Background: an optimization exercise with open tools, aiming at small area, a short achievable clock period and few clock cycles per item. Do not read the settings as production practice. In this exercise RTL edits were held to simulation tests only and were not proved equivalent to the original. Power and IR drop assume default switching activity.

==> design.v <==
package ukf_pkg;
    localparam int DEPTH_DEF      = 16;
    localparam int KEY_WIDTH_DEF  = 32;
    localparam int DATA_WIDTH_DEF = 32;
    localparam int STATUS_W = 3;
    localparam logic [STATUS_W-1:0] ST_ENQUEUED  = 3'd0;
    localparam logic [STATUS_W-1:0] ST_DUPLICATE = 3'd1;
    localparam logic [STATUS_W-1:0] ST_FULL      = 3'd2;
    localparam logic [STATUS_W-1:0] ST_DEQUEUED  = 3'd3;
    localparam logic [STATUS_W-1:0] ST_EMPTY     = 3'd4;
    localparam logic REQ_ENQUEUE = 1'b0;
    localparam logic REQ_DEQUEUE = 1'b1;
    typedef struct packed {
        logic load;      
        logic scan;      
        logic read;      
        logic commit;    
    } ukf_cmd_t;
    typedef struct packed {
        logic empty;
        logic scan_hit;
        logic scan_last;
        logic out_free;
    } ukf_stat_t;
endpackage
import ukf_pkg::*;
module ukf_ram
#(
    parameter int WIDTH = ukf_pkg::DATA_WIDTH_DEF,
    parameter int DEPTH = ukf_pkg::DEPTH_DEF
)
(
    input  logic                     clk,
    input  logic                     wr_en,
    input  logic [$clog2(DEPTH)-1:0] wr_addr,
    input  logic [WIDTH-1:0]         wr_data,
    input  logic                     rd_en,
    input  logic [$clog2(DEPTH)-1:0] rd_addr,
    output logic [WIDTH-1:0]         rd_data
);
    logic [WIDTH-1:0] mem [DEPTH];
    logic [WIDTH-1:0] rd_data_reg;
    always_ff @(posedge clk)
    begin
        if (wr_en)
        begin
            mem[wr_addr] <= wr_data;
        end
        if (rd_en)
        begin
            rd_data_reg <= mem[rd_addr];
        end
    end
    assign rd_data = rd_data_reg;
endmodule
import ukf_pkg::*;
module ukf_ctrl
(
    input  logic      clk,
    input  logic      rst_n,
    input  logic      s_tvalid,
    output logic      s_tready,
    input  logic      s_tuser,
    input  ukf_pkg::ukf_stat_t stat,
    output ukf_pkg::ukf_cmd_t  cmd
);
    typedef enum logic [3:0] {
        S_IDLE   = 4'b0001,
        S_SCAN   = 4'b0010,
        S_READ   = 4'b0100,
        S_COMMIT = 4'b1000
    } ukf_state_t;
    ukf_state_t state_reg;
    ukf_state_t state_next;
    logic       accept;
    assign s_tready = (state_reg == S_IDLE);
    assign accept   = s_tvalid && s_tready;
    always_comb
    begin
        state_next = state_reg;
        cmd        = '0;
        unique case (state_reg)
            S_IDLE:
            begin
                if (accept)
                begin
                    cmd.load = 1'b1;
                    if (stat.empty)
                    begin
                        state_next = S_COMMIT;
                    end
                    else if (s_tuser == REQ_DEQUEUE)
                    begin
                        state_next = S_READ;
                    end
                    else
                    begin
                        state_next = S_SCAN;
                    end
                end
            end
            S_SCAN:
            begin
                cmd.scan = 1'b1;
                if (stat.scan_hit || stat.scan_last)
                begin
                    state_next = S_COMMIT;
                end
            end
            S_READ:
            begin
                cmd.read   = 1'b1;
                state_next = S_COMMIT;
            end
            S_COMMIT:
            begin
                if (stat.out_free)
                begin
                    cmd.commit = 1'b1;
                    state_next = S_IDLE;
                end
            end
            default:
            begin
                state_next = S_IDLE;
            end
        endcase
    end
    always_ff @(posedge clk or negedge rst_n)
    begin
        if (!rst_n)
        begin
            state_reg <= S_IDLE;
        end
        else
        begin
            state_reg <= state_next;
        end
    end
endmodule
import ukf_pkg::*;
module ukf_dpath
#(
    parameter int DEPTH      = ukf_pkg::DEPTH_DEF,
    parameter int KEY_WIDTH  = ukf_pkg::KEY_WIDTH_DEF,
    parameter int DATA_WIDTH = ukf_pkg::DATA_WIDTH_DEF,
    localparam int OCC_W     = $clog2(DEPTH + 1),
    localparam int IN_W      = ((KEY_WIDTH + DATA_WIDTH + 7) / 8) * 8,
    localparam int OUT_W     = ((OCC_W + KEY_WIDTH + DATA_WIDTH + 7) / 8) * 8
)
(
    input  logic                clk,
    input  logic                rst_n,
    input  ukf_pkg::ukf_cmd_t            cmd,
    output ukf_pkg::ukf_stat_t           stat,
    input  logic [IN_W-1:0]     s_tdata,
    input  logic                s_tuser,
    output logic                m_tvalid,
    input  logic                m_tready,
    output logic [OUT_W-1:0]    m_tdata,
    output logic [ukf_pkg::STATUS_W-1:0] m_tuser
);
    localparam int PTR_W = $clog2(DEPTH);
    localparam int SUM_W = OCC_W + 1;
    function automatic logic [PTR_W-1:0] ring_add(input logic [PTR_W-1:0] base,
                                                  input logic [OCC_W-1:0] off);
        logic [SUM_W-1:0] s;
        s = SUM_W'(base) + SUM_W'(off);
        if (s >= SUM_W'(DEPTH))
        begin
            s = s - SUM_W'(DEPTH);
        end
        ring_add = s[PTR_W-1:0];
    endfunction
    logic                  req_reg;
    logic [KEY_WIDTH-1:0]  key_reg;
    logic [DATA_WIDTH-1:0] data_reg;
    logic [PTR_W-1:0]      head_reg,  head_next;
    logic [PTR_W-1:0]      tail_reg,  tail_next;
    logic [OCC_W-1:0]      count_reg, count_next;
    logic [OCC_W-1:0]      issue_reg, issue_next;
    logic                  cmp_valid_reg, cmp_valid_next;
    logic                  cmp_last_reg,  cmp_last_next;
    logic                  dup_reg,       dup_next;
    logic                  out_valid_reg, out_valid_next;
    logic [STATUS_W-1:0]   out_status_reg, out_status_next;
    logic [OCC_W-1:0]      out_occ_reg,    out_occ_next;
    logic [KEY_WIDTH-1:0]  out_key_reg,    out_key_next;
    logic [DATA_WIDTH-1:0] out_data_reg,   out_data_next;
    logic                  scan_rd;
    logic [PTR_W-1:0]      scan_addr;
    logic                  key_rd_en;
    logic [PTR_W-1:0]      key_rd_addr;
    logic [KEY_WIDTH-1:0]  key_rd_data;
    logic [DATA_WIDTH-1:0] data_rd_data;
    logic                  wr_en;
    logic                  hit;
    logic                  full;
    assign full      = (count_reg == OCC_W'(DEPTH));
    assign scan_rd   = cmd.scan && (issue_reg < count_reg);
    assign scan_addr = ring_add(head_reg, issue_reg);
    assign key_rd_en   = scan_rd || cmd.read;
    assign key_rd_addr = cmd.read ? head_reg : scan_addr;
    assign hit         = cmp_valid_reg && (key_rd_data == key_reg);
    assign stat.empty     = (count_reg == '0);
    assign stat.scan_hit  = hit;
    assign stat.scan_last = cmp_valid_reg && cmp_last_reg;
    assign stat.out_free  = !out_valid_reg || m_tready;
    ukf_ram #(
        .WIDTH (KEY_WIDTH),
        .DEPTH (DEPTH)
    ) u_key_ram (
        .clk     (clk),
        .wr_en   (wr_en),
        .wr_addr (tail_reg),
        .wr_data (key_reg),
        .rd_en   (key_rd_en),
        .rd_addr (key_rd_addr),
        .rd_data (key_rd_data)
    );
    ukf_ram #(
        .WIDTH (DATA_WIDTH),
        .DEPTH (DEPTH)
    ) u_data_ram (
        .clk     (clk),
        .wr_en   (wr_en),
        .wr_addr (tail_reg),
        .wr_data (data_reg),
        .rd_en   (cmd.read),
        .rd_addr (head_reg),
        .rd_data (data_rd_data)
    );
    always_comb
    begin
        head_next       = head_reg;
        tail_next       = tail_reg;
        count_next      = count_reg;
        issue_next      = issue_reg;
        cmp_valid_next  = 1'b0;
        cmp_last_next   = 1'b0;
        dup_next        = dup_reg;
        wr_en           = 1'b0;
        out_status_next = out_status_reg;
        out_occ_next    = out_occ_reg;
        out_key_next    = out_key_reg;
        out_data_next   = out_data_reg;
        out_valid_next  = out_valid_reg && !m_tready;
        if (cmd.load)
        begin
            issue_next = '0;
            dup_next   = 1'b0;
        end
        if (scan_rd)
        begin
            issue_next     = issue_reg + OCC_W'(1);
            cmp_valid_next = 1'b1;
            cmp_last_next  = ((issue_reg + OCC_W'(1)) == count_reg);
        end
        if (cmd.scan && hit)
        begin
            dup_next = 1'b1;
        end
        if (cmd.commit)
        begin
            out_valid_next = 1'b1;
            out_key_next   = '0;
            out_data_next  = '0;
            if (req_reg == REQ_ENQUEUE)
            begin
                if (dup_reg)
                begin
                    out_status_next = ST_DUPLICATE;
                end
                else if (full)
                begin
                    out_status_next = ST_FULL;
                end
                else
                begin
                    wr_en           = 1'b1;
                    tail_next       = ring_add(tail_reg, OCC_W'(1));
                    count_next      = count_reg + OCC_W'(1);
                    out_status_next = ST_ENQUEUED;
                end
            end
            else
            begin
                if (count_reg == '0)
                begin
                    out_status_next = ST_EMPTY;
                end
                else
                begin
                    head_next       = ring_add(head_reg, OCC_W'(1));
                    count_next      = count_reg - OCC_W'(1);
                    out_status_next = ST_DEQUEUED;
                    out_key_next    = key_rd_data;
                    out_data_next   = data_rd_data;
                end
            end
            out_occ_next = count_next;
        end
    end
    always_ff @(posedge clk or negedge rst_n)
    begin
        if (!rst_n)
        begin
            head_reg      <= '0;
            tail_reg      <= '0;
            count_reg     <= '0;
            issue_reg     <= '0;
            cmp_valid_reg <= 1'b0;
            cmp_last_reg  <= 1'b0;
            dup_reg       <= 1'b0;
            out_valid_reg <= 1'b0;
        end
        else
        begin
            head_reg      <= head_next;
            tail_reg      <= tail_next;
            count_reg     <= count_next;
            issue_reg     <= issue_next;
            cmp_valid_reg <= cmp_valid_next;
            cmp_last_reg  <= cmp_last_next;
            dup_reg       <= dup_next;
            out_valid_reg <= out_valid_next;
        end
    end
    always_ff @(posedge clk)
    begin
        if (cmd.load)
        begin
            req_reg  <= s_tuser;
            key_reg  <= s_tdata[KEY_WIDTH-1:0];
            data_reg <= s_tdata[KEY_WIDTH +: DATA_WIDTH];
        end
        out_status_reg <= out_status_next;
        out_occ_reg    <= out_occ_next;
        out_key_reg    <= out_key_next;
        out_data_reg   <= out_data_next;
    end
    assign m_tvalid = out_valid_reg;
    assign m_tuser  = out_status_reg;
    assign m_tdata  = OUT_W'({out_data_reg, out_key_reg, out_occ_reg});
endmodule
import ukf_pkg::*;
module unique_key_fifo_unit
#(
    parameter int DEPTH      = ukf_pkg::DEPTH_DEF,
    parameter int KEY_WIDTH  = ukf_pkg::KEY_WIDTH_DEF,
    parameter int DATA_WIDTH = ukf_pkg::DATA_WIDTH_DEF,
    localparam int OCC_W     = $clog2(DEPTH + 1),
    localparam int IN_W      = ((KEY_WIDTH + DATA_WIDTH + 7) / 8) * 8,
    localparam int OUT_W     = ((OCC_W + KEY_WIDTH + DATA_WIDTH + 7) / 8) * 8
)
(
    input  logic                clk,
    input  logic                rst_n,
    input  logic                s_tvalid,
    output logic                s_tready,
    input  logic [IN_W-1:0]     s_tdata,    
    input  logic                s_tuser,    
    output logic                m_tvalid,
    input  logic                m_tready,
    output logic [OUT_W-1:0]    m_tdata,    
    output logic [ukf_pkg::STATUS_W-1:0] m_tuser     
);
    ukf_pkg::ukf_cmd_t  cmd;
    ukf_pkg::ukf_stat_t stat;
    ukf_ctrl u_ctrl (
        .clk      (clk),
        .rst_n    (rst_n),
        .s_tvalid (s_tvalid),
        .s_tready (s_tready),
        .s_tuser  (s_tuser),
        .stat     (stat),
        .cmd      (cmd)
    );
    ukf_dpath #(
        .DEPTH      (DEPTH),
        .KEY_WIDTH  (KEY_WIDTH),
        .DATA_WIDTH (DATA_WIDTH)
    ) u_dpath (
        .clk      (clk),
        .rst_n    (rst_n),
        .cmd      (cmd),
        .stat     (stat),
        .s_tdata  (s_tdata),
        .s_tuser  (s_tuser),
        .m_tvalid (m_tvalid),
        .m_tready (m_tready),
        .m_tdata  (m_tdata),
        .m_tuser  (m_tuser)
    );
endmodule
==> run.sh <==
#!/bin/bash
# synth_recipe.tcl (not shown) runs the flow's synth.tcl, then flattens the netlist and writes it again
# the make line also repeats each setting of config.mk as NAME=value (left out here)
make -C /OpenROAD-flow-scripts/flow DESIGN_CONFIG=/design/flow/config.mk WORK_HOME=/design/flow/orfs CLKGATE_MAP_FILE= SYNTH_SCRIPT=/design/flow/synth_recipe.tcl finish
==> config.mk <==
export PLATFORM = sky130hd
export DESIGN_NAME = unique_key_fifo_unit
export DESIGN_NICKNAME = unique_key_fifo_unit
export VERILOG_FILES = /design/flow/design.v
export SDC_FILE = /design/flow/constraint.sdc
export NUM_CORES = 4
export LEC_CHECK = 0
export CAP_MARGIN = 20
export CORE_MARGIN = 2
export CORE_UTILIZATION = 40
export SLEW_MARGIN = 20
==> constraint.sdc <==
create_clock -name core_clock -period 6.0 [get_ports {clk}]
set_input_delay 1.2000 -clock core_clock [delete_from_list [all_inputs] [get_ports {clk}]]
set_output_delay 1.2000 -clock core_clock [all_outputs]
set_load 0.01 [all_outputs]
==> metrics.md <==
| Metric | Value |
|---|---|
| Status | `complete, no violations` |
| Post-detail-place hpwl | `63.4 mm` |
| Wire per inst | `24.7 um` |
| Initial drt markers | `2084` |
| Worst path depth | `8` |
| Final GP Congestion | `0.771` |
| Die area | `124000 um^2` |
| Worst setup margin | `about 1800 ps` |
| Die height | `~350 um` |
| # port buffers | `between 100 and 150` |
| Synth Instances | `2653` |
| Period utilization | `70.8%` |
| Top Registers | `u_dpath.u_data_ram.mem: 512 flops, u_dpath.u_key_ram.mem: 512 flops` |
| Vias | `roughly 25k` |
| Setup Fix Bufs, Post-CTS | `0` |
| Critical-path maximum fanout | `47` |
| Max-Cap Viols | `0` |
| Final setup violation count | `0` |
| Leak pwr | `about 18 nW` |
| Worst setup path category | `input pin to register` |
| Maximum vdd drop | `about 0.27 mV` |
| Rel. slew slack | `23.8%` |
| IO Count | `approximately 150` |
| DR DRC count | `0` |
| Hold-fix buffers at CTS | `0` |
| Vias in the first global route | `25.6k` |
| Drt pass-1 iters | `5` |
| Min-Delay Path Class | `register to register` |
| Worst-path cell chain | `clkdlybuf4s50_1 -> nand2b_1 -> nand2_1 -> inv_4 -> nand2_1 -> nor3b_1 -> and2_4 -> buf_4` |
| Routed Antenna Nets | `0` |
| Initial Utilization | `approximately 40%` |
| Worst R2R Path Depth | `8` |
| Crit path largest cell delay | `870 ps` |
| Share of layout cells above drive strength 1 | `13.6%` |
| Fmax | `~0.24 GHz` |
| Clock slew at reported path FFs | `50 ps` |
| Synth Area in XOR/XNOR | `less than 1%` |
| Initial antenna violation count | `5` |
| Clock buffer depth | `3` |
| Clock tree from TritonCTS | `done` |
| Sequential fraction of the synthesis area | `77.0%` |
| Most frequent cells in the layout | `1225 x edfxtp_1, 234 x mux2i_1, 199 x nand2_1` |
| H-tree depth | `4` |
| Die width | `between 300 and 400 um` |
| Layout area overhead | `15.4%` |
| Mapped Avg Cell Area | `approximately 18 um^2` |
| CTS resizes | `0` |
| Row count | `127` |
| Critical path arrival | `4670 ps` |
| Fin Clk Skew | `29.3 ps` |
| Pre-CTS WS | `974 ps` |
| Crit. End Element | `register` |
| RSZ-0062 raised after global routing | `false` |
| Largest net degree at the start of global routing | `148` |
| Post-synthesis adder-cell area fraction | `less than 1%` |
| Dominant synthesized flop cell | `edfxtp_1` |
| Fin. max-slew vios | `0` |
| FFs w/ async S/R, synth | `about 2.1%` |
| Mapped cell area | `48600 um^2` |
| Total track usage | `17.9%` |
| Synth Area in Compound Gates | `about 4.5%` |
| Slowest stage cell, crit path | `and2_4` |
| Pwr/cell area | `approximately 310 nW/um^2` |
| Simple-Gate Fraction of Synth Area | `3.88%` |
| Final net count | `2921` |
| Multiplexer share of the synthesized area | `11.4%` |
| Tot Pwr | `17.4 mW` |
| Library cells used by synthesis | `between 50 and 60` |
| Synth Register Bits | `1251` |
| CORE AREA | `120000 um^2` |
| CP delay by family, top | `simple AND/OR/NAND/NOR gates` |
| Routed vias/inst | `~5.4` |
| Yosys warns | `3` |
| Buf/Inv on CP | `3` |
| Skew-Pair Late Insertion Delay | `730 ps` |
| Post-layout min period | `roughly 4200 ps` |
| Grt ovf | `0` |
| FILL cells | `10.0k` |
| Worst EP required | `6420 ps` |
| Largest family of logic cells by synthesized area | `multiplexers` |
| First-pass GRT wire length | `166 mm` |
| CP Launch Type | `input pin` |
| Commonest non-fill, non-tap cell in the layout | `edfxtp_1` |
| Final hold vios | `0` |
| Least-Margin Pin Slew | `around 1100 ps` |
| Clk sinks | `1251` |
| WHS Path Cells | `1` |
| Total CTS buffers | `131` |
| Root Driver | `clkbuf_16` |
| EDFF count, synth | `1225` |
| Crit-path most repeated cell | `nand2_1` |
| Drt total wl | `approximately 110 mm` |
cells by family after synthesis:
logic type,count (synthesis)
flops,1251
mux,453
simple gates,391
compound gates,319
buf+inv,170
xor+xnor,50
fa+ha+maj,18
other cells,1
layer usage:
metal / global-route usage [%] / part of all wire (%)
met3: 2.76 / 5.1
met1: 24.1 / 43
met2: 29.9 / 49
met4: 5.24 / 2.0
met5: 0 / 0
metrics by stage:
| stage | utilization (%) | area (um^2) | setup TNS [ps] | hold WS, ps | cells |
|---|---|---|---|---|---|
| 2_1_floorplan | - | 48700 | -248710 | 497 | 2655 |
| 3_3_place_gp | 43.1 | 51900 | 0 | 516 | 4311 |
| 3_5_place_dp | 43.1 | 51900 | 0 | 540 | 4311 |
| 4_1_cts | 46.6 | 56000 | 0 | 545 | 4538 |
| 5_1_grt | 46.6 | 56100 | 0 | 555 | 4540 |
| 6_report | 46.6 | 56100 | 0 | 545 | 4541 |
report_power, final:
part           internal, mW         switching [mW]  leakage [nW]
Sequential             9.45  0.0000000000000000222          11.2
Combinational        0.0391                 0.0154          4.41
Clock                  4.67                   3.23          2.04
synth_stat cells, types with 21 or more instances:
cell type,count,share of area [%]
clkbuf_1,79,0.61
nand4_1,40,0.51
edfxtp_1,1225,76
nand2_1,200,1.5
buf_2,27,0.28
a21oi_1,38,0.39
mux4_2,64,3.0
mux2_2,74,1.7
inv_1,22,0.17
a221oi_1,32,0.58
mux2i_1,234,4.8
mux2_1,80,1.9
o211ai_1,130,2.0
a22oi_1,32,0.49
dfrtp_1,25,1.3
o21ai_0,70,0.72
and3_1,67,0.86
xnor2_1,41,0.74
nor2_1,21,0.16
final cells by class:
cell class              instances  area (um^2)  area share, %
clock buffers                 165         3570           6.37
repair buffers                193         1950           3.48
multi-input cells            1234        10400           18.6
well taps                    1612         2020           3.60
inverters                      23         91.3          0.163
clock inverters                62          593           1.06
flip-flops and latches       1251        37400           66.7
diodes                          1         2.50        0.00446
worst paths after layout:
| path | from | to | slack [ps] |
|---|---|---|---|
| max in group asynchronous | rst_n | u_ctrl.state_reg[0] | 4840 |
| max reg2reg | u_dpath.count_reg[1] | u_dpath.u_key_ram.mem[8][1] | 1770 |
| min | u_dpath.u_data_ram.rd_data_reg[26] | u_dpath.out_data_reg[26] | 540 |
| min reg2reg | u_dpath.u_data_ram.rd_data_reg[26] | u_dpath.out_data_reg[26] | 540 |
| min in group asynchronous | rst_n | u_dpath.out_valid_reg | 850 |
| max | m_tready | u_dpath.u_key_ram.mem[8][1] | 1750 |
Testbench counts, summed over its fixed seeds: cycles 145,417, items 19,200.

==> separate check: timing with driven ports <==
The results above use ideal ports. As a check the final layout listed here was re-extracted and re-timed, cells and wires unchanged.
Step 1 sets driving cells, clkbuf_16 on the clock port and buf_2 on the other inputs (assumed; they add their load-dependent delay and slew).
Step 2 moves the port delays by t, midway between the first and last clock arrival at a register: inputs arrive t later, outputs are due t later. That takes back most of the time a late clock gives input paths.
Three values: ideal, step 1, step 2; two values: the first two.
shift t [ns]: 0.785
setup slack, ns: 1.751 / 1.772 / 1.005
worst hold slack (ns): 0.545 / 0.545 / 0.545
worst setup path after step 2: input to register
latest minus earliest clock arrival (ns): 0.030 / 0.030
After both steps this run still meets setup and hold. For this run, drivers alone change the setup slack by +0.021 ns; drivers and shift together by -0.746 ns.
